From an optimization exercise on the open Yosys and OpenROAD flow, aimed at small area and a short achievable clock period; shortcuts taken in it are not production practice.
The RTL was checked by simulation tests, not by an equivalence proof against the original design.
No activity file was given, so power comes from the tool's default toggle rates.

$ cat flow/config.mk
export PLATFORM = sky130hd
export DESIGN_NAME = step_top
export DESIGN_NICKNAME = step_top
export VERILOG_FILES = /design/flow/design.v
export SDC_FILE = /design/flow/constraint.sdc
export NUM_CORES = 4
export LEC_CHECK = 0
export ABC_AREA = 1
export CAP_MARGIN = 20
export CORE_MARGIN = 2
export CORE_UTILIZATION = 40
export CTS_CLUSTER_DIAMETER = 100
export CTS_CLUSTER_SIZE = 20
export SETUP_SLACK_MARGIN = 4.0
export SLEW_MARGIN = 20
export TNS_END_PERCENT = 0
$ cat flow/constraint.sdc
create_clock -name core_clock -period 7.0 [get_ports {clk}]
set_input_delay 1.4000 -clock core_clock [delete_from_list [all_inputs] [get_ports {clk}]]
set_output_delay 1.4000 -clock core_clock [all_outputs]
set_load 0.01 [all_outputs]
$ cat flow/design.v
package step_pkg;
  localparam int STEP_AXES = 4;
endpackage
module step_csr
(
  input  logic        rst,
  input  logic [7:0]  address,
  input  logic [31:0] writedata,
  input  logic        write,
  input  logic        read,
  output logic [3:0]  per_w,
  output logic [3:0]  per_k,
  output logic [3:0]  pul_w,
  output logic [3:0]  pul_k,
  output logic [3:0]  dir_w,
  output logic [3:0]  dir_k,
  output logic [3:0]  stop_nx,   
  output logic [3:0]  go_nx,
  output logic        err_nx,    
  output logic        wd_zero,   
  output logic        wd_hi,     
  output logic        rd_hold,   
  output logic        rd_err,    
  output logic [3:0]  rd_st,
  output logic [3:0]  rd_cnt,
  output logic [3:0]  rd_per,
  output logic [3:0]  rd_pul,
  output logic [3:0]  rd_dir
);
  logic [3:0] page;
  logic [3:0] off;
  logic       wr_ok;
  logic       rd_go;
  assign page  = address[7:4];
  assign off   = address[3:0];
  assign wr_ok = ~rst & write;
  assign rd_go = ~rst & read & ~write;
  assign wd_hi   = |writedata[31:1];
  assign wd_zero = ~wd_hi & ~writedata[0];
  assign err_nx  = write & ~((page[3:2] == 2'b00) &&
                             ((off == 4'd0) || (off == 4'd5) ||
                              (off == 4'd6) || (off == 4'd7)));
  assign rd_hold = ~rst & ~(read & ~write);
  assign rd_err  = rd_go & (page == 4'd15) & (off == 4'd0);
  always_comb
    for (int i = 0; i < 4; i++)
    begin
      per_w[i]   = wr_ok & (page == 4'(i)) & (off == 4'd5);
      per_k[i]   = ~rst & ~(write & (page == 4'(i)) & (off == 4'd5));
      pul_w[i]   = wr_ok & (page == 4'(i)) & (off == 4'd6);
      pul_k[i]   = ~rst & ~(write & (page == 4'(i)) & (off == 4'd6));
      dir_w[i]   = wr_ok & (page == 4'(i)) & (off == 4'd7);
      dir_k[i]   = ~rst & ~(write & (page == 4'(i)) & (off == 4'd7));
      stop_nx[i] = wr_ok & (page == 4'(i)) & (off == 4'd0) & writedata[0];
      go_nx[i]   = wr_ok & (page == 4'(i)) & (off == 4'd0) &
                   (writedata[1] | writedata[2]);
      rd_st[i]   = rd_go & (page == 4'(i)) & (off == 4'd2);
      rd_cnt[i]  = rd_go & (page == 4'(i)) & (off == 4'd4);
      rd_per[i]  = rd_go & (page == 4'(i)) & (off == 4'd5);
      rd_pul[i]  = rd_go & (page == 4'(i)) & (off == 4'd6);
      rd_dir[i]  = rd_go & (page == 4'(i)) & (off == 4'd7);
    end
endmodule
import step_pkg::*;
module step_axis
(
  input  logic        clk,
  input  logic        rst,
  input  logic [31:0] wd,        
  input  logic        wd_zero,   
  input  logic        wd_hi,     
  input  logic        per_w,     
  input  logic        per_k,     
  input  logic        pul_w,
  input  logic        pul_k,
  input  logic        dir_w,
  input  logic        dir_k,
  input  logic        stop,      
  input  logic        go,        
  input  logic        go_free,   
  output logic [1:0]  state,
  output logic [31:0] count,
  output logic [31:0] period,
  output logic [31:0] pulses,
  output logic        cfg_dir,
  output logic        step,
  output logic        dir,
  output logic        enable
);
  function automatic logic [31:0] inc32(input logic [31:0] a);
    logic [7:0] ga;
    logic [7:0] ci;
    for (int j = 0; j < 8; j++)
      ga[j] = &a[4*j +: 4];
    ci[0] = 1'b1;
    for (int j = 1; j < 8; j++)
      ci[j] = ci[j-1] & ga[j-1];
    for (int j = 0; j < 8; j++)
    begin
      inc32[4*j]   = a[4*j]   ^ ci[j];
      inc32[4*j+1] = a[4*j+1] ^ (ci[j] & a[4*j]);
      inc32[4*j+2] = a[4*j+2] ^ (ci[j] & a[4*j] & a[4*j+1]);
      inc32[4*j+3] = a[4*j+3] ^ (ci[j] & a[4*j] & a[4*j+1] & a[4*j+2]);
    end
  endfunction
  function automatic logic ge32(input logic [31:0] a, input logic [31:0] b);
    logic [31:0] g, p, gn, pn;
    for (int i = 0; i < 32; i++)
    begin
      g[i] = a[i] & ~b[i];
      p[i] = ~(a[i] ^ b[i]);
    end
    g[0] = g[0] | p[0];
    p[0] = 1'b0;
    for (int s = 1; s < 32; s = s * 2)
    begin
      gn = g;
      pn = p;
      for (int i = 0; i < 32; i++)
        if ((i / s) % 2 == 1)
        begin
          gn[i] = g[i] | (p[i] & g[(i / s) * s - 1]);
          pn[i] = p[i] & p[(i / s) * s - 1];
        end
      g = gn;
      p = pn;
    end
    ge32 = g[31];
  endfunction
  logic        s_free;    
  logic        s_cnt;     
  logic [31:0] t_nx;      
  logic        per_hi;    
  logic        pul_zero;  
  logic        last;      
  logic        step_q;
  logic        idle;
  logic        entry;
  logic        nx_free;
  logic        nx_cnt;
  logic [31:0] period_d;
  logic [31:0] pulses_d;
  logic        per_hi_d;
  logic [31:0] t_inc;
  logic [31:0] c_inc;
  logic        t_run;     
  logic        t_eq;
  assign idle  = ~(s_free | s_cnt);
  assign entry = idle & go;
  assign nx_free = (entry & go_free) | (s_free & ~stop);
  assign nx_cnt  = (entry & ~go_free) |
                   (s_cnt & ~stop & ~pul_zero & ~(step_q & last));
  assign enable = nx_free | nx_cnt;
  assign step   = step_q;
  assign period_d = ({32{per_w}} & wd) | ({32{per_k}} & period);
  assign pulses_d = ({32{pul_w}} & wd) | ({32{pul_k}} & pulses);
  assign per_hi_d = (per_w & wd_hi) | (per_k & per_hi);
  assign t_inc = inc32(t_nx);
  assign c_inc = inc32(count);
  assign t_run = ~rst & ~step_q & ((s_free & ~stop) | (s_cnt & ~stop & ~pul_zero));
  assign t_eq = (t_nx[31:2] == period_d[31:2]) &
                (t_nx[1] == (period_d[1] | ~per_hi_d)) &
                (t_nx[0] == (period_d[0] & per_hi_d));
  logic cnt_s, cnt_k;
  assign cnt_s = ~(rst | entry) & step_q;
  assign cnt_k = ~(rst | entry) & ~step_q;
  always_ff @(posedge clk)
  begin
    period   <= period_d;
    pulses   <= pulses_d;
    per_hi   <= per_hi_d;
    pul_zero <= ~(pul_w | pul_k) | (pul_w & wd_zero) | (pul_k & pul_zero);
    cfg_dir  <= (dir_w & wd[0]) | (dir_k & cfg_dir);
    s_free   <= ~rst & nx_free;
    s_cnt    <= ~rst & nx_cnt;
    step_q   <= t_run & t_eq;
    last     <= ge32(c_inc, pulses_d);
    if (idle)
      t_nx <= 32'd1;
    else if (step_q)
      t_nx <= 32'd2;
    else
      t_nx <= t_inc;
    count    <= ({32{cnt_s}} & c_inc) | ({32{cnt_k}} & count);
    if (rst)
      dir <= 1'b0;
    else if (entry)
      dir <= cfg_dir;
  end
  assign state = {s_cnt, s_free};
endmodule
import step_pkg::*;
module step_top
(
  input  logic                      clk,
  input  logic                      rst,
  input  logic [7:0]                address,
  input  logic [31:0]               writedata,
  input  logic                      write,
  input  logic                      read,
  output logic [31:0]               readdata,
  output logic [4-1:0] step,
  output logic [4-1:0] dir,
  output logic [4-1:0] enable
);
  logic [3:0] per_w, per_k, pul_w, pul_k, dir_w, dir_k;
  logic [3:0] stop_nx, go_nx;
  logic       err_nx;
  logic       wd_zero;
  logic       wd_hi;
  logic       rd_hold;
  logic       rd_err;
  logic [3:0] rd_st, rd_cnt, rd_per, rd_pul, rd_dir;
  logic       wr_err;
  logic [3:0] c_stop;
  logic [3:0] c_go;       
  logic       c_free;     
  logic [3:0][1:0]  st;
  logic [3:0][31:0] cnt;
  logic [3:0][31:0] per;
  logic [3:0][31:0] pul;
  logic [3:0]       cdir;
  step_csr u_csr
  (
    .rst       (rst),
    .address   (address),
    .writedata (writedata),
    .write     (write),
    .read      (read),
    .per_w     (per_w),
    .per_k     (per_k),
    .pul_w     (pul_w),
    .pul_k     (pul_k),
    .dir_w     (dir_w),
    .dir_k     (dir_k),
    .stop_nx   (stop_nx),
    .go_nx     (go_nx),
    .err_nx    (err_nx),
    .wd_zero   (wd_zero),
    .wd_hi     (wd_hi),
    .rd_hold   (rd_hold),
    .rd_err    (rd_err),
    .rd_st     (rd_st),
    .rd_cnt    (rd_cnt),
    .rd_per    (rd_per),
    .rd_pul    (rd_pul),
    .rd_dir    (rd_dir)
  );
  always_ff @(posedge clk)
  begin
    wr_err <= ~rst & (wr_err | err_nx);
    c_free <= writedata[1];
    c_stop <= stop_nx;
    c_go   <= go_nx;
  end
  for (genvar i = 0; i < 4; i++)
  begin : g_axis
    step_axis u_axis
    (
      .clk     (clk),
      .rst     (rst),
      .wd      (writedata),
      .wd_zero (wd_zero),
      .wd_hi   (wd_hi),
      .per_w   (per_w[i]),
      .per_k   (per_k[i]),
      .pul_w   (pul_w[i]),
      .pul_k   (pul_k[i]),
      .dir_w   (dir_w[i]),
      .dir_k   (dir_k[i]),
      .stop    (c_stop[i]),
      .go      (c_go[i]),
      .go_free (c_free),
      .state   (st[i]),
      .count   (cnt[i]),
      .period  (per[i]),
      .pulses  (pul[i]),
      .cfg_dir (cdir[i]),
      .step    (step[i]),
      .dir     (dir[i]),
      .enable  (enable[i])
    );
  end
  logic [31:0] rd_d;
  always_comb
  begin
    rd_d = ({32{rd_hold}} & readdata) | {31'd0, rd_err & wr_err};
    for (int i = 0; i < 4; i++)
      rd_d = rd_d | ({32{rd_cnt[i]}} & cnt[i]) | ({32{rd_per[i]}} & per[i]) |
                    ({32{rd_pul[i]}} & pul[i]) | {30'd0, {2{rd_st[i]}} & st[i]} |
                    {31'd0, rd_dir[i] & cdir[i]};
  end
  always_ff @(posedge clk)
    readdata <= rd_d;
endmodule
$ cat flow/flow/run.sh
#!/bin/bash
# The standard layout, with plain buffers (not delay cells) on the ports so that
# repair can size them; every port still gets its buffer as in the standard flow.
set -euo pipefail
cd "$(dirname "$0")/.."
bash standard.sh "BUFFER_PORTS_ARGS=-buffer_cell sky130_fd_sc_hd__buf_2" finish > make_finish.log 2>&1
$ cat flow/standard.sh
#!/bin/bash
# synth_recipe.tcl (not shown) runs the flow's synth.tcl, then flattens the netlist and writes it again
# the make line also repeats each setting of config.mk as NAME=value (left out here)
make -C /OpenROAD-flow-scripts/flow DESIGN_CONFIG=/design/flow/config.mk WORK_HOME=/design/flow/orfs CLKGATE_MAP_FILE= SYNTH_SCRIPT=/design/flow/synth_recipe.tcl "${@:-finish}"
==> impl_metrics.tcl, run 1 <==
set metrics [dict create \
    outcome "finished clean" \
    die_height_um 276.3 \
    synth_commonest_cells "683 x inv_1, 682 x nand2_1, 586 x dfxtp_1" \
    timing.final.max_slew_violations 0 \
    nets 4268 \
    synth_flop_cell "dfxtp_1" \
    routed_via_density 5.612 \
    clock_sinks 586 \
    grt_pass1_wl_um 166000 \
    die_w_um 276.3 \
    io_pins 88 \
    post-synth-top-count-cell "inv_1" \
    ant_nets 0 \
    drtIter0Drc 3185 \
    grt_overflow_total 0 \
    tns_ps 0 \
    path_buf_inv 3 \
    p_leak_nw 14.08 \
    rsz0062_at_grt "yes" \
    clkLatencyLatePin_ps 610 \
    r2r-start "g_axis[3].u_axis.count[0]$_DFF_P_" \
    postSynthCellCount 3848 \
    slew_headroom_pct 27.47 \
    async_flop_share_pct 0 \
    detail_route.wl_per_cell_um 23.53 \
    synth_nets 4200 \
    slowest_stage "clkinv_1" \
    area_growth_syn_to_layout_pct 12.32 \
    syn_area_um2 29650 \
    cp_max_fo 10 \
    stdcell_area_um2 33300 \
    avgSynthCellArea_um2 7.705 \
    grt_pass1_vias 25210 \
    critPathRequiredTime_ps 7480 \
    core_um2 73210 \
    hold_viol_final 0 \
    place.gp.congestion 1.051 \
    worst_pin_slew_ps 1087 \
    powerDensity_nw_per_um2 173.9 \
    final.period_utilization_pct 49.33 \
    cts_buffers 35 \
    yosys.area.top_type "dfxtp_1" \
    path_cells "buf_2 -> clkinv_1 -> o22ai_1 -> inv_1 -> ha_1 -> a21oi_1 -> nand2_1 -> nand2_1 -> a21oi_2 -> a2111oi_4 -> nand2_1" \
    std_cell_rows 99 \
    startpoint_type "primary input" \
    synth_warnings 3 \
    route.detailed.drc 0 \
    crit_path_frequent_cell "nand2_1" \
    cts_buffer_depth 3 \
    grt_usage_pct 29.24 \
    critPathTopFamily "compound AO/OA/AOI/OAI gates" \
    cp_data_arrival_time_ps 3930 \
    vias 27400 \
    min_period_ps 3453 \
    initial_utilization_pct 40.50 \
    h-tree-depth 2 \
    hold_path.class "reg -> reg" \
    wl_um 114900 \
    root_buffer "clkbuf_16" \
    die-area_um2 76310 \
    synth_area_leaders "dfxtp_1 40%, ha_1 13%, inv_1 8.6%" \
    finalClockSkew_ps 28.27 \
    firstDrtPassIters 6 \
    synth_top_area_share_pct 39.57 \
    grt_antenna_before_repair 8 \
    netlist-cell-type-count 51 \
    drive_gt1_share_pct 10.35 \
    cts_tree "built" \
    cp-startpoint "writedata[21]" \
    path_class "in -> reg" \
    min-delay-start "wr_err$_DFF_P_" \
    grt_max_degree 45 \
    io_buffers 87 \
    ir_drop_v 0.0001384 \
    max_freq_ghz 0.2896 \
    maxCapViolCount 0 \
    synth-seq-cells 586 \
    crit_path_end_kind "register" \
    dpl.hpwl_um 86040 \
    synth-seq-area-share_pct 39.57 \
    synth-edff-count 0 \
    place_area_um2 31050 \
    crit_path_max_incr_delay_ps 680 \
    finalSetupViolCount 0 \
    cts.clk_slew.worst_paths_ps 90 \
]
[timing repair]
| action | in CTS | in global routing |
|---|---|---|
| endpoints found under the setup margin | 105 | 48 |
| buffers inserted | 32 | 16 |
| cloned | 3 | 1 |
| hold buffers | 0 | 0 |
| resized for setup | 139 | 63 |
| pin swaps | 43 | 36 |
| hold endpoints to repair | 0 | 0 |
[power by group]
part / internal (mW) / switching [mW]
Sequential: 3.33 / 0.00492
Combinational: 0.0422 / 0.186
Clock: 1.01 / 1.22
Total: 4.38 / 1.41
[metal layers]
| metal | up-vias | GRT usage (%) | routed length [um] | part of all wire [%] |
|---|---|---|---|---|
| li1 | 12850 | - | - | - |
| met1 | 12950 | 38.38 | 47090 | 41 |
| met2 | 1312 | 44.19 | 48760 | 42 |
| met3 | 276 | 7.326 | 12120 | 11 |
| met4 | 6 | 15.51 | 6855 | 6.0 |
| met5 | - | 0 | 36 | 0.031 |
[placed cells by master, fill, tap and decap left out, types with 53 or more instances in the layout]
cell        n
inv_1     664
nand2_1   659
dfxtp_1   568
nor2_1    293
ha_1      293
o21ai_0   204
o22ai_1   203
a21oi_1   110
nand3_1    93
buf_2      86
buf_4      80
nand4_1    63
a221oi_1   53
[metrics by stage]
stage          total power [mW]  util, %  setup WS, ps  hold WS (ps)  cells
2_1_floorplan             3.502        -          3537         430.7   3848
3_3_place_gp              3.619    42.41          2304         460.4   4786
3_5_place_dp              3.619    42.41          2246         466.1   4786
4_1_cts                   5.797    44.87          3656         478.5   4863
5_1_grt                   5.931    45.48          3458         497.0   4880
6_report                  5.791    45.49          3547         482.2   4882
[final timing paths]
| kind | endpoint | slack (ps) | depth (start not counted) |
|---|---|---|---|
| hold reg to reg | wr_err$_DFF_P_ | 480 | 2 |
| hold / removal | wr_err$_DFF_P_ | 480 | 2 |
| setup reg to reg | g_axis[3].u_axis.last$_DFF_P_ | 3630 | 21 |
| setup / recovery | g_axis[3].u_axis.last$_DFF_P_ | 3550 | 11 |
[registers in the layout, summed over array words and instances (netlist names), 32 cells and up]
signal                count
g_axis.u_axis.pulses    128
g_axis.u_axis.t_nx      128
g_axis.u_axis.count     128
g_axis.u_axis.period    128
readdata                 32
[kinds of logic after synthesis]
logic type	synth area share, %
adder cells (fa/ha/maj)	13.00
XOR/XNOR	2.836
AO/OA/AOI/OAI	16.13
AND/OR/NAND/NOR	17.28
buffers and inverters	11.18
flip-flops	39.57
[area by class of cell]
class | instances | area (um^2)
antenna | 2 | 5.005
clock buffer | 37 | 904.6
timing repair inverter | 2 | 13.76
timing repair buffer | 176 | 1184
clock inverter | 5 | 92.59
inverter | 707 | 2688
multi-input combinational | 2408 | 15460
fill | 7389 | 39900
tap | 959 | 1200
sequential | 586 | 11760
[tightest hold or removal path, delay by kind of cell (launching register included)]
kind,cells,cell delay [ps]
buffers and inverters,1,60
AOI/OAI and AO/OA,1,50
DFF,1,330
==> run 2: changes to the inputs <==
--- a/flow/config.mk
+++ b/flow/config.mk
@@ -14,3 +14,4 @@
 export SETUP_SLACK_MARGIN = 4.0
 export SLEW_MARGIN = 20
-export TNS_END_PERCENT = 0
+export SYNTH_HIERARCHICAL = 1
+export TNS_END_PERCENT = 15
==> impl_metrics.tcl, run 2 <==
set metrics [dict create \
    final.period_utilization_pct 47.04 \
    postCtsHoldBufs 0 \
    synth_nets 4394 \
    core_um2 75950 \
    grt_pass1_vias 26310 \
    reg2reg_slack_ps 3800 \
    r2r-start "g_axis[1].u_axis.count[0]$_DFF_P_" \
    worst_r2r_path_depth 18 \
    async_flop_share_pct 0 \
    cts_buffers 35 \
    place_area_um2 31910 \
    finalClockSkew_ps 38.29 \
    maxCapViolCount 0 \
    ant_nets 0 \
    route.detailed.drc 0 \
    synth-edff-count 0 \
    firstDrtPassIters 5 \
    path_depth 19 \
    cts_tree "built" \
    path_buf_inv 6 \
    cp_max_fo 10 \
    p_leak_nw 15.59 \
    fill_cells 7663 \
    grt_usage_pct 28.53 \
    powerDensity_nw_per_um2 164.0 \
    nets 4499 \
    critPathRequiredTime_ps 7490 \
    detail_route.wl_per_cell_um 22.12 \
    finalSetupViolCount 0 \
    initial_utilization_pct 40.42 \
    std_cell_rows 101 \
    ir_drop_v 0.0001964 \
    cts_buffer_depth 3 \
    h-tree-depth 2 \
    max_freq_ghz 0.3037 \
    die-area_um2 78980 \
    final_cell_mix "924 x nand2_1, 679 x inv_1, 565 x dfxtp_1" \
    final_common_cell "nand2_1" \
    min_period_ps 3293 \
    slew_headroom_pct 32.04 \
    synth_area_leaders "dfxtp_1 38%, ha_1 13%, nand2_1 11%" \
    crit-reg2reg-capture "g_axis[1].u_axis.last$_DFF_P_" \
    cts.clk_slew.worst_paths_ps 90 \
    clkLatencyLatePin_ps 600 \
    worst_pin_slew_ps 1017 \
    yosys.area.top_type "dfxtp_1" \
    post-synth-top-count-cell "nand2_1" \
    drive_gt1_share_pct 13.06 \
    hold-worst-slack_ps 473.3 \
    place.gp.congestion 1.009 \
    cp_data_arrival_time_ps 3790 \
    synth-seq-area-share_pct 38.21 \
    io_pins 88 \
    slowest_stage "ha_1" \
    dpl_worst_slack_ps 2219 \
    stdcell_area_um2 35080 \
    synth_flop_cell "dfxtp_1" \
    io_buffers 87 \
    layout_setup_ws_ps 3707 \
    path_cells "buf_2 -> inv_2 -> nor2_4 -> nand3_4 -> buf_12 -> buf_12 -> nor3_4 -> bufinv_16 -> o22ai_2 -> inv_1 -> ha_1 -> nand2_1 -> nor2_1 -> a211oi_1 -> nand2_1 -> nand2_1 -> nand2_1 -> nand2_1 -> nand2_1" \
    synth_commonest_cells "939 x nand2_1, 699 x inv_1, 586 x dfxtp_1" \
    die_height_um 281.0 \
    synth_warnings 9 \
    tns_ps 0 \
    netlist-cell-type-count 35 \
    die_w_um 281.0 \
    routed_via_density 5.334 \
    dpl.hpwl_um 82440 \
    crit_path_max_incr_delay_ps 280 \
    utilization_pct 46.19 \
    min-delay-start "g_axis[0].u_axis.per_hi$_DFF_P_" \
    crit_path_frequent_cell "nand2_1" \
    grt_overflow_total 0 \
    crit_path_end_kind "register" \
    avgSynthCellArea_um2 7.595 \
    outcome "finished clean" \
    area_growth_syn_to_layout_pct 14.27 \
    timing.final.max_slew_violations 0 \
    hold_viol_final 0 \
    postSynthCellCount 4042 \
    grt_pass1_wl_um 164500 \
    clock_sinks 586 \
    rsz0062_at_grt "yes" \
    syn_area_um2 30700 \
    drtIter0Drc 2407 \
    path_class "in -> reg" \
    vias 27640 \
    wl_um 114600 \
    synth_top_area_share_pct 38.21 \
    root_buffer "clkbuf_16" \
    hold_path.class "reg -> reg" \
    grt_max_degree 38 \
    synth-seq-cells 586 \
    hold_path_end "g_axis[0].u_axis.per_hi$_DFF_P_" \
    hold_depth 2 \
    grt_antenna_before_repair 9 \
    startpoint_type "primary input" \
    critPathTopFamily "simple AND/OR/NAND/NOR gates" \
]
==> run 2: cell count changes in the layout (fill, tap and decap cells not counted), sizes merged, moves of 25 or more <==
cell,previous run,this run
o21ai,240,181
a32o,36,104
o22ai,218,136
nand3,99,149
a221oi,55,0
o211ai,45,12
nand2,686,945
xor2,47,72
nor2,317,376
==> run 2: worst max-delay path by stage <==
stage                                                to                               from  slack, ps
after global routing      g_axis[0].u_axis.last$_DFF_P_  g_axis[0].u_axis.count[4]$_DFF_P_       3570
after floorplan           g_axis[0].u_axis.last$_DFF_P_                         address[2]       3550
after global placement    g_axis[1].u_axis.last$_DFF_P_                         address[2]       2250
after detailed placement  g_axis[2].u_axis.last$_DFF_P_                         address[2]       2220
final                     g_axis[1].u_axis.last$_DFF_P_                         address[2]       3710
after CTS                 g_axis[0].u_axis.last$_DFF_P_                         address[7]       3790
==> run 2: kinds of logic (layout without fill, tap and decap cells) <==
kind of cell / Yosys count / count (layout) / synth area share [%]
other cells: 0 / 3 / 0
simple gates: 1601 / 1607 / 21.32
xor+xnor: 128 / 128 / 3.652
fa+ha+maj: 308 / 308 / 12.55
compound gates: 567 / 567 / 12.68
buf+inv: 852 / 954 / 11.58
flops: 586 / 586 / 38.21
==> run 2: worst reg2reg max path, stage by stage (launching register included) <==
cell	delay, ps
dfxtp_2	400
ha_1	220
nand3_2	150
nor3_2	200
inv_1	100
nor3_4	170
nand2_2	120
nor3_2	160
ha_1	180
ha_1	150
ha_1	150
xor2_1	230
ha_1	300
nand4_1	150
inv_1	50
nand2_1	60
o211ai_1	110
a21oi_1	140
nand2_1	60
==> run 2: area by class of cell <==
cell class / instances / area [um^2] / share of cell area (%)
multi-input combinational: 2610 / 16740 / 47.72
sequential: 586 / 11770 / 33.54
inverter: 707 / 2803 / 7.989
timing repair buffer: 197 / 1481 / 4.223
tap: 1030 / 1289 / 3.674
clock buffer: 36 / 879.6 / 2.507
timing repair inverter: 10 / 85.08 / 0.2425
clock inverter: 4 / 28.78 / 0.08203
antenna: 3 / 7.507 / 0.02140
==> run 2: per-layer routing <==
layer	vias up	GRT usage (%)	part of all wire, %
met4	8	19.50	7.5
met2	1075	44.43	43
met3	303	5.769	8.9
met5	-	0	0.041
met1	13030	35.46	40
li1	13220	-	-
==> run 2: metrics by stage <==
step           cells  power (mW)
2_1_floorplan   4042       3.529
3_3_place_gp    5043       3.655
3_5_place_dp    5043       3.655
4_1_cts         5169       5.764
5_1_grt         5180       5.893
6_report        5183       5.755
==> run 2: power by group <==
group	internal (mW)	switching, mW	leakage (nW)
logic	0.0666	0.218	10.4
registers	3.34	0.0114	4.73
clock network	0.907	1.21	0.441
==> run 2: what timing repair did <==
item                                    4_1_cts  5_1_grt
pin swaps                                    44       20
gates resized for setup                     194      125
buffers inserted                             69       10
gates cloned                                 17        1
endpoints found under the setup margin      208       44
==> run 2: Yosys stat by module, one instance, submodules excluded <==
| module | copies in the design | area, um^2 | flops+latches | cells inside |
|---|---|---|---|---|
| step_axis | 4 | 6535 | 136 | 790 |
| step_csr | 1 | 665.6 | 0 | 151 |
| step_top | 1 | 3894 | 42 | 731 |
==> run 3: changes to the inputs <==
--- a/flow/config.mk
+++ b/flow/config.mk
@@ -6,5 +6,4 @@
 export NUM_CORES = 4
 export LEC_CHECK = 0
-export ABC_AREA = 1
 export CAP_MARGIN = 20
 export CORE_MARGIN = 2
@@ -15,3 +14,3 @@
 export SLEW_MARGIN = 20
 export SYNTH_HIERARCHICAL = 1
-export TNS_END_PERCENT = 15
+export TNS_END_PERCENT = 20
==> impl_metrics.tcl, run 3 <==
set metrics [dict create \
    final_cell_mix "573 x dfxtp_1, 296 x ha_1, 233 x nor2_1" \
    synth_mux_area_share_pct 3.186 \
    vias 25130 \
    dpl_worst_slack_ps 1648 \
    netlist-cell-type-count 56 \
    yosys.area.top_type "dfxtp_1" \
    die_w_um 272.8 \
    wl_um 120600 \
    root_buffer "clkbuf_16" \
    grt_usage_pct 31.11 \
    startpoint_type "primary input" \
    synth_top_family_by_area "compound AO/OA/AOI/OAI gates" \
    outcome "finished clean" \
    slew_headroom_pct 29.09 \
    synth_area_leaders "dfxtp_1 41%, ha_1 13%, a22o_1 6.0%" \
    cts_buffer_depth 3 \
    max_freq_ghz 0.2728 \
    post-synth-top-count-cell "dfxtp_1" \
    p_leak_nw 16.10 \
    grt_max_degree 40 \
    synth_flop_cell "dfxtp_1" \
    slowest_stage "or4_4" \
    synth_compound_area_share_pct 19.26 \
    grt_antenna_before_repair 8 \
    final.period_utilization_pct 52.37 \
    reg2reg_slack_ps 3450 \
    yosys.area_share.simple_pct 13.07 \
    drtIter0Drc 3379 \
    detail_route.wl_per_cell_um 30.09 \
    crit_path_end_kind "register" \
    std_cell_rows 98 \
    h-tree-depth 2 \
    async_flop_share_pct 0 \
    route.detailed.drc 0 \
    core_um2 71490 \
    critPathTopFamily "compound AO/OA/AOI/OAI gates" \
    path_cells "buf_12 -> or4_4 -> nor2_4 -> a21oi_4 -> buf_6 -> a22oi_1 -> ha_1 -> nand4_1 -> nor2_1 -> a221o_1 -> a211oi_4 -> o31ai_2" \
    routed_via_density 6.268 \
    clkLatencyLatePin_ps 600 \
    firstDrtPassIters 6 \
    maxCapViolCount 0 \
    cp_data_arrival_time_ps 4140 \
    dpl.hpwl_um 82880 \
    hold_viol_final 0 \
    synth_top_area_share_pct 40.59 \
    timing.final.max_slew_violations 0 \
    initial_utilization_pct 40.43 \
    grt_pass1_vias 24180 \
    powerDensity_nw_per_um2 167.5 \
    nets 3402 \
    crit_path_max_incr_delay_ps 560 \
    layout_setup_ws_ps 3334 \
    cts_buffers 35 \
    io_pins 88 \
    grt_overflow_total 0 \
    die-area_um2 74420 \
    io_buffers 87 \
    synth-seq-area-share_pct 40.59 \
    synth-edff-count 0 \
    rsz0062_at_grt "yes" \
    synth_nets 3258 \
    path_class "in -> reg" \
    drive_gt1_share_pct 18.74 \
    ant_nets 0 \
    hold_path.class "reg -> reg" \
    synth_xor_xnor_area_share_pct 5.728 \
    avgSynthCellArea_um2 9.945 \
    ir_drop_v 0.0001660 \
    cts.clk_slew.worst_paths_ps 90 \
    place.gp.congestion 0.9760 \
    synth-seq-cells 586 \
    power_mw 5.750 \
    fill_cells 6502 \
    tns_ps 0 \
    min_period_ps 3666 \
    cts_tree "built" \
    finalClockSkew_ps 29.04 \
    cp_max_fo 6 \
    path_buf_inv 2 \
    die_height_um 272.8 \
    finalSetupViolCount 0 \
    final_common_cell "dfxtp_1" \
    synth_warnings 9 \
    synth_fa_ha_area_share_pct 13.33 \
    synth_commonest_cells "586 x dfxtp_1, 308 x ha_1, 258 x nor2_1" \
    area_growth_syn_to_layout_pct 18.78 \
    syn_area_um2 28900 \
    grt_pass1_wl_um 168900 \
    worst_pin_slew_ps 1056 \
    postSynthCellCount 2906 \
    clock_sinks 586 \
    critPathRequiredTime_ps 7470 \
]
[run 3: tightest hold or removal path: cells and delay by family, from the launching register on]
kind             cells  cell delay [ps]
DFF                  1              330
and+or+nand+nor      2              120
[run 3: power by group]
part | switching, mW | internal, mW | total, mW | leakage, nW
clock network | 1.21 | 0.936 | 2.14 | 0.473
logic | 0.191 | 0.0766 | 0.267 | 10.9
registers | 0.00691 | 3.33 | 3.34 | 4.73
total | 1.40 | 4.35 | 5.75 | 16.1
[run 3: logic make-up (layout without fill, tap and decap cells)]
group,after synthesis,in the layout
XOR/XNOR,189,189
AND/OR/NAND/NOR,762,767
AO/OA/AOI/OAI,654,656
other,0,2
multiplexers,92,92
flip-flops,586,586
adder cells (fa/ha/maj),308,308
buffers and inverters,315,459
[run 3: worst paths after layout]
kind / start / end / cells past startpoint
hold / removal: wr_err$_DFF_P_ / wr_err$_DFF_P_ / 2
hold reg to reg: wr_err$_DFF_P_ / wr_err$_DFF_P_ / 2
setup / recovery: address[5] / g_axis[0].u_axis.last$_DFF_P_ / 12
setup reg to reg: g_axis[0].u_axis.count[0]$_DFF_P_ / g_axis[0].u_axis.last$_DFF_P_ / 13
[run 3: area by class of cell]
type | instances | area [um^2] | area share, %
Multi-Input combinational cell | 2012 | 17260 | 50.28
Antenna cell | 2 | 5.005 | 0.01458
Clock buffer | 38 | 908.4 | 2.646
Clock inverter | 6 | 45.04 | 0.1312
Sequential cell | 586 | 11750 | 34.23
Timing Repair Buffer | 253 | 2560 | 7.457
Inverter | 162 | 608.1 | 1.771
Tap cell | 950 | 1189 | 3.462
[run 3: metrics by stage]
step	area [um^2]	util, %	hold slack, ps	instances
5_1_grt	34330	48.02	514.3	4007
4_1_cts	32950	46.10	488.1	3975
6_report	34330	48.02	487.8	4009
2_1_floorplan	28930	-	434.8	2906
3_3_place_gp	30230	42.29	463.1	3831
3_5_place_dp	30230	42.29	476.0	3831
[run 3: metal layers]
layer	track usage, %	routed length, um	vias to the layer above
met5	0	34	-
met4	20.76	8871	6
met1	42.09	49290	12300
met3	7.372	13780	314
li1	-	-	10960
met2	43.76	48670	1544
[run 3: timing repair]
action	4_1_cts	5_1_grt
hold buffers	0	0
resized for setup	153	167
gates cloned	13	11
setup endpoints to repair	80	49
pin swaps	70	70
setup buffers	87	21
[run 3: modules after synthesis (local to each module, per instance)]
module | area, um^2 | flip-flops and latches
step_axis | 6261 | 136
step_top | 3251 | 42
step_csr | 606.8 | 0
==> run 4: changes to the inputs <==
--- a/flow/config.mk
+++ b/flow/config.mk
@@ -6,4 +6,5 @@
 export NUM_CORES = 4
 export LEC_CHECK = 0
+export ABC_AREA = 1
 export CAP_MARGIN = 20
 export CORE_MARGIN = 2
@@ -14,3 +15,3 @@
 export SLEW_MARGIN = 20
 export SYNTH_HIERARCHICAL = 1
-export TNS_END_PERCENT = 20
+export TNS_END_PERCENT = 0
==> impl_metrics.tcl, run 4 <==
set metrics [dict create \
    firstDrtPassIters 5 \
    avgSynthCellArea_um2 7.595 \
    tns_ps 0 \
    powerDensity_nw_per_um2 164.9 \
    cp_data_arrival_time_ps 3770 \
    synth_commonest_cells "939 x nand2_1, 699 x inv_1, 586 x dfxtp_1" \
    vias 27390 \
    drive_gt1_share_pct 12.36 \
    reg2reg_slack_ps 3820 \
    postCtsHoldBufs 0 \
    initial_utilization_pct 40.42 \
    clkLatencyLatePin_ps 600 \
    slew_headroom_pct 32.20 \
    route.detailed.drc 0 \
    core_um2 75950 \
    r2r-start "g_axis[2].u_axis.count[0]$_DFF_P_" \
    synth_area_leaders "dfxtp_1 38%, ha_1 13%, nand2_1 11%" \
    async_flop_share_pct 0 \
    crit-reg2reg-capture "g_axis[2].u_axis.last$_DFF_P_" \
    detail_route.wl_per_cell_um 22.02 \
    outcome "finished clean" \
    crit_path_end_kind "register" \
    hold_viol_final 0 \
    area_growth_syn_to_layout_pct 13.57 \
    die-area_um2 78980 \
    grt_usage_pct 28.15 \
    yosys.area.top_type "dfxtp_1" \
    grt_antenna_before_repair 8 \
    hold_path.class "reg -> reg" \
    routed_via_density 5.304 \
    hold_depth 2 \
    final.period_utilization_pct 47.43 \
    cts_buffer_depth 3 \
    finalClockSkew_ps 36.87 \
    synth-seq-cells 586 \
    synth_flop_cell "dfxtp_1" \
    p_leak_nw 15.49 \
    worst_r2r_path_depth 18 \
    root_buffer "clkbuf_16" \
    max_freq_ghz 0.3012 \
    synth-edff-count 0 \
    critPathRequiredTime_ps 7450 \
    postSynthCellCount 4042 \
    grt_pass1_wl_um 162500 \
    hold_path_end "g_axis[3].u_axis.per_hi$_DFF_P_" \
    grt_overflow_total 0 \
    clock_sinks 586 \
    path_class "in -> reg" \
    io_pins 88 \
    nets 4476 \
    place_area_um2 31910 \
    netlist-cell-type-count 35 \
    synth_top_area_share_pct 38.21 \
    final_common_cell "nand2_1" \
    ant_nets 0 \
    min_period_ps 3320 \
    timing.final.max_slew_violations 0 \
    cts_buffers 35 \
    cts_tree "built" \
    die_w_um 281.0 \
    cts.clk_slew.worst_paths_ps 90 \
    grt_pass1_vias 25950 \
    final_cell_mix "926 x nand2_1, 678 x inv_1, 576 x dfxtp_1" \
    die_height_um 281.0 \
    synth_nets 4394 \
    std_cell_rows 101 \
    synth-seq-area-share_pct 38.21 \
    grt_max_degree 38 \
    dpl.hpwl_um 82440 \
    place.gp.congestion 1.009 \
    io_buffers 87 \
    drtIter0Drc 2648 \
    worst_pin_slew_ps 1015 \
    rsz0062_at_grt "yes" \
    wl_um 113700 \
    startpoint_type "primary input" \
    maxCapViolCount 0 \
    min-delay-start "g_axis[3].u_axis.per_hi$_DFF_P_" \
    cp_max_fo 37 \
    ir_drop_v 0.0001962 \
    h-tree-depth 2 \
    syn_area_um2 30700 \
    stdcell_area_um2 34860 \
    synth_warnings 9 \
    finalSetupViolCount 0 \
    post-synth-top-count-cell "nand2_1" \
]
run 4: cell count changes after synthesis, sizes merged, moves of 72 or more:
cell    change
nand2     +801
inv       +545
a22o      -195
a22oi     -171
o21ai     +165
o22ai     +132
nor2      +114
a32o      +100
nand3      +93
mux2i      -92
and2       -91
xor2       -81
a221oi     -74
a21oi      +72
run 4: critical path, stage by stage:
cell,delay (ps)
buf_6,380
inv_1,80
nand3_1,130
inv_1,100
nand2_1,230
nor2_2,50
buf_4,250
nand2_1,100
nand2_1,150
a21oi_1,690
nand3_1,130
run 4: worst max-delay path by stage:
| stage | start | to | slack, ps | depth (start not counted) |
|---|---|---|---|---|
| floorplan | address[2] | g_axis[0].u_axis.last$_DFF_P_ | 3550 | 19 |
| global placement | address[2] | g_axis[1].u_axis.last$_DFF_P_ | 2250 | 18 |
| detailed placement | address[2] | g_axis[2].u_axis.last$_DFF_P_ | 2220 | 18 |
| CTS | address[7] | g_axis[3].u_axis.last$_DFF_P_ | 3770 | 17 |
| global route | g_axis[0].u_axis.count[4]$_DFF_P_ | g_axis[0].u_axis.last$_DFF_P_ | 3530 | 17 |
| finish | rst | readdata[11]$_DFF_P_ | 3680 | 11 |
run 4: per-layer routing:
metal / global-route usage [%] / vias up / routed length [um] / part of all wire, %
met2: 44.33 / 1079 / 49850 / 44
met3: 4.863 / 277 / 9621 / 8.5
li1: - / 13190 / - / -
met4: 18.22 / 6 / 8111 / 7.1
met1: 35.49 / 12840 / 46050 / 41
met5: 0 / - / 40 / 0.035
run 4: metrics by stage:
stage / hold slack [ps] / util (%) / cells / setup slack, ps / total power, mW
after detailed placement: 449.8 / 42.01 / 5043 / 2219 / 3.655
final: 469.6 / 45.91 / 5163 / 3680 / 5.748
after global placement: 446.0 / 42.01 / 5043 / 2250 / 3.655
after CTS: 472.0 / 44.63 / 5139 / 3772 / 5.758
after floorplan: 433.9 / - / 4042 / 3546 / 3.529
after global routing: 486.9 / 45.89 / 5157 / 3528 / 5.890
run 4: area by class of cell:
type	instances	area (um^2)
sequential	586	11750
tap	1030	1289
timing repair inverter	10	85.08
antenna	6	15.01
timing repair buffer	176	1294
inverter	707	2791
fill	7667	41080
multi-input combinational	2608	16730
clock buffer	36	879.6
clock inverter	4	28.78
run 4: per-module statistics from Yosys, one instance, submodules excluded:
module     cell area (um^2)  times used  flops+latches
step_axis              6535           4            136
step_top               3894           1             42
step_csr              665.6           1              0
run 4: repair_timing:
action	in CTS	in global routing
buffers inserted	43	14
pin swaps	33	32
cloned	13	4
setup endpoints to repair	208	44
resized for setup	130	158
run 4: report_power, final:
part / internal (mW) / leakage, nW / switching, mW
combinational: 0.0654 / 10.3 / 0.217
clock: 0.907 / 0.441 / 1.21
sequential: 3.34 / 4.73 / 0.0111
total: 4.31 / 15.5 / 1.44
run 4: logic make-up after synthesis:
family,Yosys count,share of synthesized area (%)
fa+ha+maj,308,12.55
flops,586,38.21
xor+xnor,128,3.652
simple gates,1601,21.32
buf+inv,852,11.58
compound gates,567,12.68
==> run 5: changes to the inputs <==
--- a/flow/config.mk
+++ b/flow/config.mk
@@ -14,4 +14,3 @@
 export SETUP_SLACK_MARGIN = 4.0
 export SLEW_MARGIN = 20
-export SYNTH_HIERARCHICAL = 1
-export TNS_END_PERCENT = 0
+export TNS_END_PERCENT = 5
==> impl_metrics.tcl, run 5 <==
set metrics [dict create \
    outcome "finished clean" \
    synth_flop_cell "dfxtp_1" \
    die_w_um 276.3 \
    place.gp.congestion 1.051 \
    stdcell_area_um2 33650 \
    p_leak_nw 14.18 \
    io_pins 88 \
    grt_usage_pct 29.69 \
    hold_path.class "reg -> reg" \
    place_area_um2 31050 \
    yosys.area.top_type "dfxtp_1" \
    syn_area_um2 29650 \
    min_period_ps 3471 \
    yosys.area_share.simple_pct 17.28 \
    crit_path_end_kind "register" \
    detail_route.wl_per_cell_um 23.80 \
    finalSetupViolCount 0 \
    wl_um 116600 \
    worst_pin_slew_ps 1101 \
    rsz0062_at_grt "yes" \
    async_flop_share_pct 0 \
    ant_nets 0 \
    synth_commonest_cells "683 x inv_1, 682 x nand2_1, 586 x dfxtp_1" \
    synth-edff-count 0 \
    ir_drop_v 0.0001403 \
    cts_tree "built" \
    powerDensity_nw_per_um2 172.6 \
    grt_overflow_total 0 \
    synth_area_leaders "dfxtp_1 40%, ha_1 13%, inv_1 8.6%" \
    synth_top_area_share_pct 39.57 \
    slew_headroom_pct 26.49 \
    grt_pass1_wl_um 168400 \
    synth_warnings 3 \
    cp_data_arrival_time_ps 4020 \
    area_growth_syn_to_layout_pct 13.50 \
    vias 27520 \
    cp_max_fo 10 \
    clkLatencyLatePin_ps 610 \
    route.detailed.drc 0 \
    multi_input_area_um2 15590 \
    max_freq_ghz 0.2881 \
    grt_antenna_before_repair 10 \
    startpoint_type "primary input" \
    grt_max_degree 45 \
    firstDrtPassIters 5 \
    grt_pass1_vias 25470 \
    synth_compound_area_share_pct 16.13 \
    nets 4280 \
    h-tree-depth 2 \
    std_cell_rows 99 \
    cts_buffers 35 \
    fill_cells 7334 \
    synth-seq-area-share_pct 39.57 \
    synth_mux_area_share_pct 0 \
    synth-seq-cells 586 \
    clock_sinks 586 \
    postSynthCellCount 3848 \
    synth_top_family_by_area "simple AND/OR/NAND/NOR gates" \
    io_buffers 87 \
    initial_utilization_pct 40.50 \
    routed_via_density 5.619 \
    cts.clk_slew.worst_paths_ps 90 \
    maxCapViolCount 0 \
    path_class "in -> reg" \
    tns_ps 0 \
    die-area_um2 76310 \
    drtIter0Drc 3093 \
    synth_fa_ha_area_share_pct 13.00 \
    critPathRequiredTime_ps 7550 \
    final.period_utilization_pct 49.58 \
    root_buffer "clkbuf_16" \
    postCtsHoldBufs 0 \
    die_height_um 276.3 \
    core_um2 73210 \
    final_cell_mix "662 x inv_1, 656 x nand2_1, 568 x dfxtp_1" \
    post-synth-top-count-cell "inv_1" \
    synth_nets 4200 \
    finalClockSkew_ps 31.81 \
    cts_buffer_depth 3 \
    timing.final.max_slew_violations 0 \
    seqCellArea_um2 11760 \
    dpl.hpwl_um 86040 \
    netlist-cell-type-count 51 \
    hold_viol_final 0 \
    final_common_cell "inv_1" \
    synth_xor_xnor_area_share_pct 2.836 \
    avgSynthCellArea_um2 7.705 \
    drive_gt1_share_pct 11.14 \
]
-- run 5: cell families after synthesis --
kind of cell | after synthesis
simple gates | 1240
flops | 586
compound gates | 763
buf+inv | 855
fa+ha+maj | 308
xor+xnor | 96
-- run 5: worst paths after layout --
path	cells past startpoint	slack [ps]	startpoint	to
setup / recovery	12	3530	write	readdata[14]$_DFF_P_
hold reg to reg	2	480	wr_err$_DFF_P_	wr_err$_DFF_P_
hold / removal	2	480	wr_err$_DFF_P_	wr_err$_DFF_P_
setup reg to reg	21	3610	g_axis[3].u_axis.count[0]$_DFF_P_	g_axis[3].u_axis.last$_DFF_P_
-- run 5: report_power, final --
part | internal (mW) | leakage (nW) | switching, mW
Sequential | 3.33 | 4.73 | 0.00488
Combinational | 0.0477 | 8.96 | 0.190
Clock | 1.01 | 0.485 | 1.22
-- run 5: routing by layer --
layer,routed length [um],GRT usage (%),share of wire [%],vias up
met1,47660,39.15,41,12990
met4,6836,15.55,5.9,8
met3,12750,7.233,11,288
li1,-,-,-,12900
met5,85,0,0.073,-
met2,49270,44.92,42,1335
-- run 5: final cells by class --
type | count | area share, %
Timing Repair Buffer | 186 | 4.075
Antenna cell | 6 | 0.04462
Multi-Input combinational cell | 2409 | 46.34
Timing Repair inverter | 3 | 0.05949
Tap cell | 959 | 3.566
Sequential cell | 586 | 34.94
Inverter | 707 | 8.017
Clock inverter | 5 | 0.2752
Clock buffer | 37 | 2.688
-- run 5: per-stage QoR --
stage                     power, mW  instances  utilization (%)  setup WS, ps  hold slack [ps]
after detailed placement      3.619       4786            42.41          2246            466.1
final                         5.809       4898            45.97          3529            479.1
after global placement        3.619       4786            42.41          2304            460.4
after CTS                     5.807       4881            45.59          3656            478.5
after global routing          5.944       4892            45.95          3458            497.0
after floorplan               3.502       3848                -          3537            430.7
-- run 5: what timing repair did --
item | 4_1_cts | 5_1_grt
buffers inserted | 46 | 10
resized for setup | 207 | 29
pin swaps | 55 | 26
gates cloned | 7 | 1
setup endpoints to repair | 105 | 50
-- run 5: worst max-delay path: stages --
cell and delay, ps:
buf_2 160, inv_1 220, nand3_1 270, nor2_1 320, inv_1 250, nor2_2 390
clkinvlp_4 140, buf_4 200, buf_4 180, o22ai_1 270, a211oi_1 100, nand3_1 110
==> run 6: changes to the inputs <==
--- a/flow/config.mk
+++ b/flow/config.mk
@@ -6,5 +6,4 @@
 export NUM_CORES = 4
 export LEC_CHECK = 0
-export ABC_AREA = 1
 export CAP_MARGIN = 20
 export CORE_MARGIN = 2
@@ -14,3 +13,4 @@
 export SETUP_SLACK_MARGIN = 4.0
 export SLEW_MARGIN = 20
+export SYNTH_HIERARCHICAL = 1
 export TNS_END_PERCENT = 5
==> impl_metrics.tcl, run 6 <==
set metrics [dict create \
    synth_nets 3258 \
    rsz0062_at_grt "yes" \
    clkLatencyLatePin_ps 610 \
    maxCapViolCount 0 \
    outcome "finished clean" \
    crit_path_end_kind "register" \
    grt_antenna_before_repair 6 \
    synth_commonest_cells "586 x dfxtp_1, 308 x ha_1, 258 x nor2_1" \
    postCtsHoldBufs 0 \
    area_growth_syn_to_layout_pct 14.71 \
    root_buffer "clkbuf_16" \
    final_cells 3984 \
    synth_area_leaders "dfxtp_1 41%, ha_1 13%, a22o_1 6.0%" \
    worst_r2r_path_depth 13 \
    crit-reg2reg-capture "g_axis[0].u_axis.last$_DFF_P_" \
    avgSynthCellArea_um2 9.945 \
    place_area_um2 30230 \
    power_mw 5.719 \
    place.gp.congestion 0.9760 \
    min-delay-start "wr_err$_DFF_P_" \
    final_cell_mix "580 x dfxtp_1, 298 x ha_1, 233 x nor2_1" \
    nets 3379 \
    drive_gt1_share_pct 16.12 \
    grt_pass1_vias 24160 \
    startpoint_type "primary input" \
    dpl_worst_slack_ps 1648 \
    die_w_um 272.8 \
    firstDrtPassIters 6 \
    max_freq_ghz 0.2734 \
    synth_top_area_share_pct 40.59 \
    num_antenna_cells 0 \
    slowest_stage "or4_4" \
    detail_route.wl_per_cell_um 29.60 \
    clock_sinks 586 \
    critPathTopFamily "compound AO/OA/AOI/OAI gates" \
    synth-seq-cells 586 \
    synth-edff-count 0 \
    finalSetupViolCount 0 \
    die-area_um2 74420 \
    slew_headroom_pct 27.91 \
    route.detailed.drc 0 \
    cp-startpoint "address[5]" \
    path_buf_inv 3 \
    r2r-start "g_axis[0].u_axis.count[0]$_DFF_P_" \
    cts_buffers 35 \
    syn_area_um2 28900 \
    worst_pin_slew_ps 1080 \
    synth-seq-area-share_pct 40.59 \
    timing.final.max_slew_violations 0 \
    hold_path_end "wr_err$_DFF_P_" \
    cts.clk_slew.worst_paths_ps 90 \
    crit_path_frequent_cell "buf_6" \
    io_buffers 87 \
    final.period_utilization_pct 52.25 \
    yosys.area.top_type "dfxtp_1" \
    core_um2 71490 \
    cp_max_fo 9 \
    layout_setup_ws_ps 3342 \
    final_common_cell "dfxtp_1" \
    hold_depth 2 \
    finalClockSkew_ps 30.72 \
    hold_viol_final 0 \
    ant_nets 0 \
    p_leak_nw 15.60 \
    stdcell_area_um2 33150 \
    critPathRequiredTime_ps 7470 \
    std_cell_rows 98 \
    cp_data_arrival_time_ps 4130 \
    vias 24850 \
    tns_ps 0 \
    synth_warnings 9 \
    die_height_um 272.8 \
    h-tree-depth 2 \
    reg2reg_slack_ps 3430 \
    dpl.hpwl_um 82880 \
    ir_drop_v 0.0001645 \
    crit_path_max_incr_delay_ps 570 \
    postSynthCellCount 2906 \
    routed_via_density 6.237 \
    grt_max_degree 40 \
    path_class "in -> reg" \
    initial_utilization_pct 40.43 \
    synth_flop_cell "dfxtp_1" \
    wl_um 117900 \
    cts_tree "built" \
    cts_buffer_depth 3 \
    async_flop_share_pct 0 \
    powerDensity_nw_per_um2 172.5 \
    hold_path.class "reg -> reg" \
    dpl.cell_count 3831 \
    io_pins 88 \
    grt_pass1_wl_um 168600 \
    grt_usage_pct 31.06 \
    grt_overflow_total 0 \
    path_cells "buf_6 -> or4_4 -> nor2_4 -> a21oi_4 -> buf_6 -> a22o_1 -> inv_1 -> ha_4 -> a21oi_2 -> nand2_1 -> a221o_1 -> a211oi_4 -> o31ai_2" \
    post-synth-top-count-cell "dfxtp_1" \
    min_period_ps 3658 \
    netlist-cell-type-count 56 \
    drtIter0Drc 3177 \
]
[run 6: cell types whose count changed after synthesis, moves of 92 or more]
cell / change
nand2_1: -541
inv_1: -521
o22ai_1: -212
a22o_1: +197
o21ai_0: -194
a22oi_1: +170
xor2_1: +106
mux2i_1: +92
[run 6: worst reg2reg max path, delay by kind of cell, from the launching register on]
kind	cells	cell delay (ps)
and+or+nand+nor	4	1180
DFF	1	430
AOI/OAI and AO/OA	5	800
adders and majority gates	4	1030
[run 6: per-module statistics from Yosys, one instance, submodules excluded]
module,area (um^2),times used,flip-flops and latches,cells inside
step_axis,6261,4,136,611
step_top,3251,1,42,347
step_csr,606.8,1,0,115
[run 6: worst max-delay path by stage]
stage                                          endpoint  cells after the start  slack, ps
after floorplan           g_axis[0].u_axis.last$_DFF_P_                     13       3210
after global placement    g_axis[0].u_axis.last$_DFF_P_                     11       1840
after detailed placement  g_axis[0].u_axis.last$_DFF_P_                     11       1650
after CTS                 g_axis[1].u_axis.last$_DFF_P_                     14       3360
after global routing      g_axis[0].u_axis.last$_DFF_P_                     13       3300
final                     g_axis[0].u_axis.last$_DFF_P_                     13       3340
[run 6: per-stage QoR]
step | utilization, % | hold slack (ps)
after floorplan | - | 434.8
after global placement | 42.29 | 463.1
after detailed placement | 42.29 | 476.0
after CTS | 46.02 | 488.1
after global routing | 46.38 | 518.7
final | 46.38 | 490.4
[run 6: cell type report]
cell class,instances,area [um^2]
clock buffer,38,908.4
clock inverter,6,45.04
fill,6626,38330
inverter,162,608.1
multi-input combinational,2012,16640
sequential,586,11740
tap,950,1189
timing repair buffer,230,2018
[run 6: kinds of logic after synthesis]
family                   share of synthesized area (%)
AO/OA/AOI/OAI                                    19.26
flip-flops                                       40.59
AND/OR/NAND/NOR                                  13.07
buffers and inverters                            4.827
adder cells (fa/ha/maj)                          13.33
XOR/XNOR                                         5.728
multiplexers                                     3.186
[run 6: what timing repair did]
item | CTS | global route
endpoints found under the setup margin | 80 | 49
cloned | 13 | 0
gates resized for setup | 138 | 33
pin swaps | 69 | 19
setup buffers | 87 | 9
[run 6: power by group]
group	internal, mW	switching [mW]	leakage (nW)
combinational	0.0575	0.179	10.4
sequential	3.34	0.00694	4.72
clock	0.936	1.20	0.473
total	4.33	1.39	15.6
[run 6: layer usage]
| metal | global-route usage, % | vias up | routed length (um) |
|---|---|---|---|
| li1 | - | 10900 | - |
| met1 | 42.19 | 12190 | 49090 |
| met2 | 43.59 | 1445 | 46820 |
| met3 | 7.266 | 314 | 12760 |
| met4 | 20.69 | 8 | 9106 |
| met5 | 0 | - | 133 |
==> run 7: changes to the inputs <==
--- a/flow/config.mk
+++ b/flow/config.mk
@@ -6,4 +6,5 @@
 export NUM_CORES = 4
 export LEC_CHECK = 0
+export ABC_AREA = 1
 export CAP_MARGIN = 20
 export CORE_MARGIN = 2
==> impl_metrics.tcl, run 7 <==
set metrics [dict create \
    die_height_um 281.0 \
    cts.clk_slew.worst_paths_ps 100 \
    cts_tree "built" \
    finalSetupViolCount 0 \
    cts_buffer_depth 3 \
    die_w_um 281.0 \
    critPathRequiredTime_ps 7460 \
    vias 27420 \
    synth_flop_cell "dfxtp_1" \
    p_comb_share_pct 4.8 \
    area_growth_syn_to_layout_pct 12.78 \
    synth-edff-count 0 \
    post-synth-top-count-cell "nand2_1" \
    synth_area_leaders "dfxtp_1 38%, ha_1 13%, nand2_1 11%" \
    rsz0062_at_grt "yes" \
    final.period_utilization_pct 47.27 \
    synth_top_area_share_pct 38.21 \
    synth-seq-cells 586 \
    h-tree-depth 2 \
    netlist-cell-type-count 35 \
    final_cell_mix "926 x nand2_1, 681 x inv_1, 567 x dfxtp_1" \
    nets 4492 \
    p_seq_share_pct 58.3 \
    tns_ps 0 \
    grt_usage_pct 28.42 \
    core_um2 75950 \
    worst_pin_slew_ps 1016 \
    yosys.area.top_type "dfxtp_1" \
    io_buffers 87 \
    ant_nets 0 \
    syn_area_um2 30700 \
    wl_um 113300 \
    grt_antenna_before_repair 9 \
    detail_route.wl_per_cell_um 21.87 \
    hold_depth 2 \
    synth_nets 4394 \
    route.detailed.drc 0 \
    clkLatencyLatePin_ps 590 \
    std_cell_rows 101 \
    cts_buffers 35 \
    timing.final.max_slew_violations 0 \
    postSynthCellCount 4042 \
    avgSynthCellArea_um2 7.595 \
    switching_share_pct 25.01 \
    synth_commonest_cells "939 x nand2_1, 699 x inv_1, 586 x dfxtp_1" \
    clkPwrFrac_pct 36.9 \
    grt_pass1_vias 26240 \
    outcome "finished clean" \
    async_flop_share_pct 0 \
    hold_path.class "reg -> reg" \
    grt_overflow_total 0 \
    firstDrtPassIters 5 \
    p_switching_mw 1.437 \
    synth-seq-area-share_pct 38.21 \
    fill_cells 7703 \
    grt_pass1_wl_um 164000 \
    path_class "in -> reg" \
    powerDensity_nw_per_um2 166.0 \
    min_period_ps 3309 \
    hold_viol_final 0 \
    finalClockSkew_ps 33.72 \
    initial_utilization_pct 40.42 \
    synth_warnings 9 \
    place.gp.congestion 1.009 \
    postCtsHoldBufs 0 \
    dpl.hpwl_um 82440 \
    cp_data_arrival_time_ps 3770 \
    startpoint_type "primary input" \
    p_leak_nw 15.47 \
    slew_headroom_pct 32.10 \
    maxCapViolCount 0 \
    grt_max_degree 38 \
    power_mw 5.748 \
    final_common_cell "nand2_1" \
    io_pins 88 \
    worst_r2r_path_depth 18 \
    drtIter0Drc 2599 \
    drive_gt1_share_pct 11.54 \
    crit_path_end_kind "register" \
    clock_sinks 586 \
    max_freq_ghz 0.3022 \
    cp_max_fo 37 \
    internal_power_mw 4.311 \
    routed_via_density 5.294 \
    root_buffer "clkbuf_16" \
    die-area_um2 78980 \
    ir_drop_v 0.0001973 \
]
==> run 7: cell types whose count changed in the layout (fill, tap and decap cells not counted), moves of 100 or more <==
cell     before  now
a22oi_1     154    0
a32o_1        4  104
inv_1       161  681
nor2_1      233  338
a22o_1      198    4
nand2_1     130  926
==> run 7: final timing paths <==
path / startpoint / slack [ps] / end
setup reg to reg: g_axis[1].u_axis.count[0]$_DFF_P_ / 3790 / g_axis[1].u_axis.last$_DFF_P_
setup / recovery: rst / 3690 / readdata[10]$_DFF_P_
hold reg to reg: g_axis[1].u_axis.per_hi$_DFF_P_ / 470 / g_axis[1].u_axis.per_hi$_DFF_P_
hold / removal: g_axis[1].u_axis.per_hi$_DFF_P_ / 470 / g_axis[1].u_axis.per_hi$_DFF_P_
==> run 7: through the flow <==
stage	utilization, %	std cells	hold WS, ps	worst slack [ps]	area, um^2
global placement	42.01	5043	446.0	2250	31910
CTS	45.16	5167	472.0	3788	34300
floorplan	-	4042	433.9	3546	30800
finish	45.59	5179	471.0	3691	34620
global route	45.57	5173	488.4	3553	34610
detailed placement	42.01	5043	449.8	2219	31910
==> run 7: kinds of logic after synthesis <==
kind of cell,count (synthesis),synth area share (%)
XOR/XNOR,128,3.652
buffers and inverters,852,11.58
adder cells (fa/ha/maj),308,12.55
flip-flops,586,38.21
AND/OR/NAND/NOR,1601,21.32
AO/OA/AOI/OAI,567,12.68
==> run 7: power by group through the flow <==
stage               clock (mW)  sequential (mW)  combinational (mW)
floorplan                    0             3.42               0.106
global placement             0             3.43               0.226
detailed placement           0             3.43               0.226
CTS                       2.15             3.35               0.259
global route              2.25             3.35               0.283
finish                    2.12             3.35               0.275
==> run 7: area by class of cell <==
class                           count  area, um^2  area share (%)
Antenna cell                        6       15.01         0.04337
Multi-Input combinational cell   2608       16350           47.22
Clock buffer                       36       879.6           2.541
Clock inverter                      4       28.78         0.08312
Inverter                          707        2800           8.088
Timing Repair inverter              9       76.32          0.2204
Timing Repair Buffer              193        1425           4.116
Tap cell                         1030        1289           3.722
Sequential cell                   586       11760           33.97
==> run 7: worst max-delay path, stage by stage <==
cell	delay [ps]
buf_8	320
inv_1	80
nand3_1	130
inv_1	100
nand2_1	280
nor2_4	180
buf_4	260
nand2_1	130
nand3_1	110
nor2_1	580
nand3_1	140
==> run 7: timing repair <==
| action | 4_1_cts | 5_1_grt |
|---|---|---|
| buffers inserted | 69 | 6 |
| resized for setup | 186 | 52 |
| gates cloned | 15 | 0 |
| pin swaps | 43 | 15 |
| endpoints found under the setup margin | 208 | 45 |
==> run 7: metal layers <==
metal | track usage, % | vias up | wire length (um)
met2 | 44.77 | 1083 | 49690
met1 | 35.54 | 12810 | 46000
met5 | 0 | - | 23
li1 | - | 13220 | -
met3 | 5.578 | 300 | 9547
met4 | 18.06 | 4 | 8018
==> run 7: Yosys stat by module (local to each module, per instance) <==
module,flops+latches,copies in the design,cell area (um^2),cells
step_top,42,1,3894,731
step_axis,136,4,6535,790
step_csr,0,1,665.6,151
==> run 8: changes to the inputs <==
--- a/flow/config.mk
+++ b/flow/config.mk
@@ -9,5 +9,5 @@
 export CAP_MARGIN = 20
 export CORE_MARGIN = 2
-export CORE_UTILIZATION = 40
+export CORE_UTILIZATION = 34
 export CTS_CLUSTER_DIAMETER = 100
 export CTS_CLUSTER_SIZE = 20
==> impl_metrics.tcl, run 8 <==
set metrics [dict create \
    wl_um 115400 \
    grt_usage_pct 23.80 \
    startpoint_type "primary input" \
    synth-seq-cells 586 \
    ant_nets 0 \
    root_buffer "clkbuf_16" \
    die-area_um2 92710 \
    finalSetupViolCount 0 \
    synth-seq-area-share_pct 38.21 \
    dpl.hpwl_um 82630 \
    synth_area_leaders "dfxtp_1 38%, ha_1 13%, nand2_1 11%" \
    postSynthCellCount 4042 \
    cts_tree "built" \
    synth_mux_area_share_pct 0 \
    timing.final.max_slew_violations 0 \
    crit_path_end_kind "register" \
    utilization_pct 40.24 \
    yosys.area.top_type "dfxtp_1" \
    max_freq_ghz 0.2969 \
    synth-edff-count 0 \
    tns_ps 0 \
    final.period_utilization_pct 48.12 \
    dpl.cell_count 5189 \
    nets 4530 \
    met1Wirelength_um 47530 \
    synth_top_family_by_area "simple AND/OR/NAND/NOR gates" \
    crit-reg2reg-capture "g_axis[0].u_axis.last$_DFF_P_" \
    final_cell_mix "916 x nand2_1, 670 x inv_1, 572 x dfxtp_1" \
    critPathRequiredTime_ps 7540 \
    synth_flop_cell "dfxtp_1" \
    post-synth-top-count-cell "nand2_1" \
    io_buffers 87 \
    min-delay-start "g_axis[1].u_axis.per_hi$_DFF_P_" \
    drtIter0Drc 3119 \
    synth_top_area_share_pct 38.21 \
    reg2reg_slack_ps 3750 \
    detail_route.wl_per_cell_um 21.52 \
    postCtsHoldBufs 0 \
    finalClockSkew_ps 32.79 \
    die_height_um 304.5 \
    synth_fa_ha_area_share_pct 12.55 \
    worst_r2r_path_depth 18 \
    routed_via_density 5.202 \
    cts_buffer_depth 3 \
    cts_buffers 35 \
    cp_max_fo 19 \
    worst_pin_slew_ps 996.2 \
    route.detailed.drc 0 \
    hold_path.class "reg -> reg" \
    cp_data_arrival_time_ps 3910 \
    async_flop_share_pct 0 \
    dr_wl_met2_um 50640 \
    synth_compound_area_share_pct 12.68 \
    min_period_ps 3369 \
    area_growth_syn_to_layout_pct 17.61 \
    netlist-cell-type-count 35 \
    vias 27900 \
    final_cells 5363 \
    clock_sinks 586 \
    cts.clk_slew.worst_paths_ps 90 \
    grt_overflow_total 0 \
    synth_xor_xnor_area_share_pct 3.652 \
    drive_gt1_share_pct 15.19 \
    synth_nets 4394 \
    die_w_um 304.5 \
    hold_path_end "g_axis[1].u_axis.per_hi$_DFF_P_" \
    core_um2 89740 \
    p_leak_nw 15.91 \
    maxCapViolCount 0 \
    clkLatencyLatePin_ps 590 \
    hold_depth 2 \
    initial_utilization_pct 34.21 \
    final_common_cell "nand2_1" \
    outcome "finished clean" \
    io_pins 88 \
    power_mw 5.831 \
    powerDensity_nw_per_um2 161.5 \
    dr.max_layer_used "met5" \
    layout_setup_ws_ps 3631 \
    synth_commonest_cells "939 x nand2_1, 699 x inv_1, 586 x dfxtp_1" \
    dpl_worst_slack_ps 2307 \
    std_cell_rows 110 \
    grt_pass1_vias 26110 \
    cp-startpoint "address[2]" \
    yosys.area_share.simple_pct 21.32 \
    h-tree-depth 2 \
    ir_drop_v 0.0001271 \
    path_class "in -> reg" \
    grt_antenna_before_repair 13 \
    firstDrtPassIters 6 \
    syn_area_um2 30700 \
    wl_met3_um 11450 \
    synth_warnings 9 \
    grt_pass1_wl_um 164200 \
    rsz0062_at_grt "yes" \
    r2r-start "g_axis[0].u_axis.count[1]$_DFF_P_" \
    grt_max_degree 33 \
    avgSynthCellArea_um2 7.595 \
    hold_viol_final 0 \
    place.gp.congestion 0.9886 \
    slew_headroom_pct 33.43 \
]
[run 8: cell counts after synthesis]
No cell type changed its count.
[run 8: area by class of cell]
class / count / area (um^2)
Tap cell: 1176 / 1471
Fill cell: 9258 / 53630
Multi-Input combinational cell: 2608 / 17160
Sequential cell: 586 / 11760
Timing Repair Buffer: 229 / 1851
Clock buffer: 38 / 929.6
Clock inverter: 1 / 16.27
Antenna cell: 7 / 17.52
Timing Repair inverter: 11 / 91.34
Inverter: 707 / 2810
[run 8: cells by family (layout without fill, tap and decap cells)]
| family | Yosys count | count (layout) |
|---|---|---|
| AO/OA/AOI/OAI | 567 | 567 |
| AND/OR/NAND/NOR | 1601 | 1605 |
| flip-flops | 586 | 586 |
| XOR/XNOR | 128 | 128 |
| adder cells (fa/ha/maj) | 308 | 308 |
| other | 0 | 7 |
| buffers and inverters | 852 | 986 |
[run 8: worst max-delay path by stage]
| stage | endpoint | slack (ps) | cells after the start |
|---|---|---|---|
| after floorplan | g_axis[0].u_axis.last$_DFF_P_ | 3550 | 19 |
| after global placement | g_axis[3].u_axis.last$_DFF_P_ | 2240 | 15 |
| after detailed placement | g_axis[3].u_axis.last$_DFF_P_ | 2310 | 18 |
| after CTS | g_axis[0].u_axis.last$_DFF_P_ | 3750 | 17 |
| after global routing | g_axis[1].u_axis.last$_DFF_P_ | 3610 | 21 |
| final | readdata[7]$_DFF_P_ | 3630 | 12 |
[run 8: per-stage QoR]
| stage | hold WS, ps | cell area, um^2 |
|---|---|---|
| 3_3_place_gp | 444.2 | 32100 |
| 6_report | 469.0 | 36110 |
| 3_5_place_dp | 448.3 | 32100 |
| 2_1_floorplan | 433.9 | 30800 |
| 5_1_grt | 489.1 | 36090 |
| 4_1_cts | 469.4 | 34780 |
[run 8: worst max-delay path, stage by stage]
cell and delay (ps):
buf_6 80, inv_4 30, nor2_4 140, buf_4 130, buf_4 100, nand2_1 380
nor2_4 610, buf_4 340, nand2_1 160, nand3_1 360, nor2_1 90, nand2_1 60
[run 8: per-layer routing]
layer,up-vias,track usage (%)
li1,13290,-
met1,13140,31.10
met2,1173,37.64
met3,283,5.563
met4,14,9.901
met5,-,0
[run 8: power by group]
group	internal, mW	switching (mW)	total (mW)
logic	0.0869	0.233	0.320
clock network	0.951	1.21	2.16
registers	3.34	0.0111	3.35
total	4.38	1.45	5.83
[run 8: modules after synthesis (local to each module, per instance)]
module | flops+latches | copies in the design | cells inside
step_axis | 136 | 4 | 790
step_csr | 0 | 1 | 151
step_top | 42 | 1 | 731
[run 8: repair_timing]
action,CTS,global route
setup endpoints to repair,138,44
gates cloned,15,5
gates resized for setup,217,188
pin swaps,53,50
buffers inserted,76,31

[static timing again, ports no longer ideal]
No port has a modelled driver above. Below, the same layouts with a new extraction and two added sets of constraints. Step 1, drivers: a clkbuf_16 drives clk and a buf_2 each remaining input, both assumed. Step 2 moves the port delays by t, midway between the first and last clock arrival at a register: inputs arrive t later, outputs are due t later. That takes back most of the time a late clock gives input paths. Three values: ideal ports, drivers, drivers and shift; two values: the first two.
run | t (ns) | setup slack, ns | worst slew at a driven data input, ns | pins driven straight from the clock port
run 1 | 0.656 | 3.547 / 3.575 / 2.919 | 0.11 | 1
run 2 | 0.645 | 3.707 / 3.747 / 3.102 | 0.13 | 1
run 3 | 0.648 | 3.334 / 3.343 / 2.695 | 0.11 | 1
run 4 | 0.643 | 3.680 / 3.681 / 3.038 | 0.11 | 1
run 5 | 0.657 | 3.529 / 3.563 / 2.910 | 0.10 | 1
run 6 | 0.653 | 3.342 / 3.372 / 2.719 | 0.11 | 1
run 7 | 0.641 | 3.691 / 3.674 / 3.034 | 0.12 | 1
run 8 | 0.639 | 3.631 / 3.643 / 3.003 | 0.13 | 1
After both steps setup and hold are still met in every run listed. For run 7, which loses most, drivers alone change the setup slack by -0.017 ns; drivers and shift together by -0.657 ns.
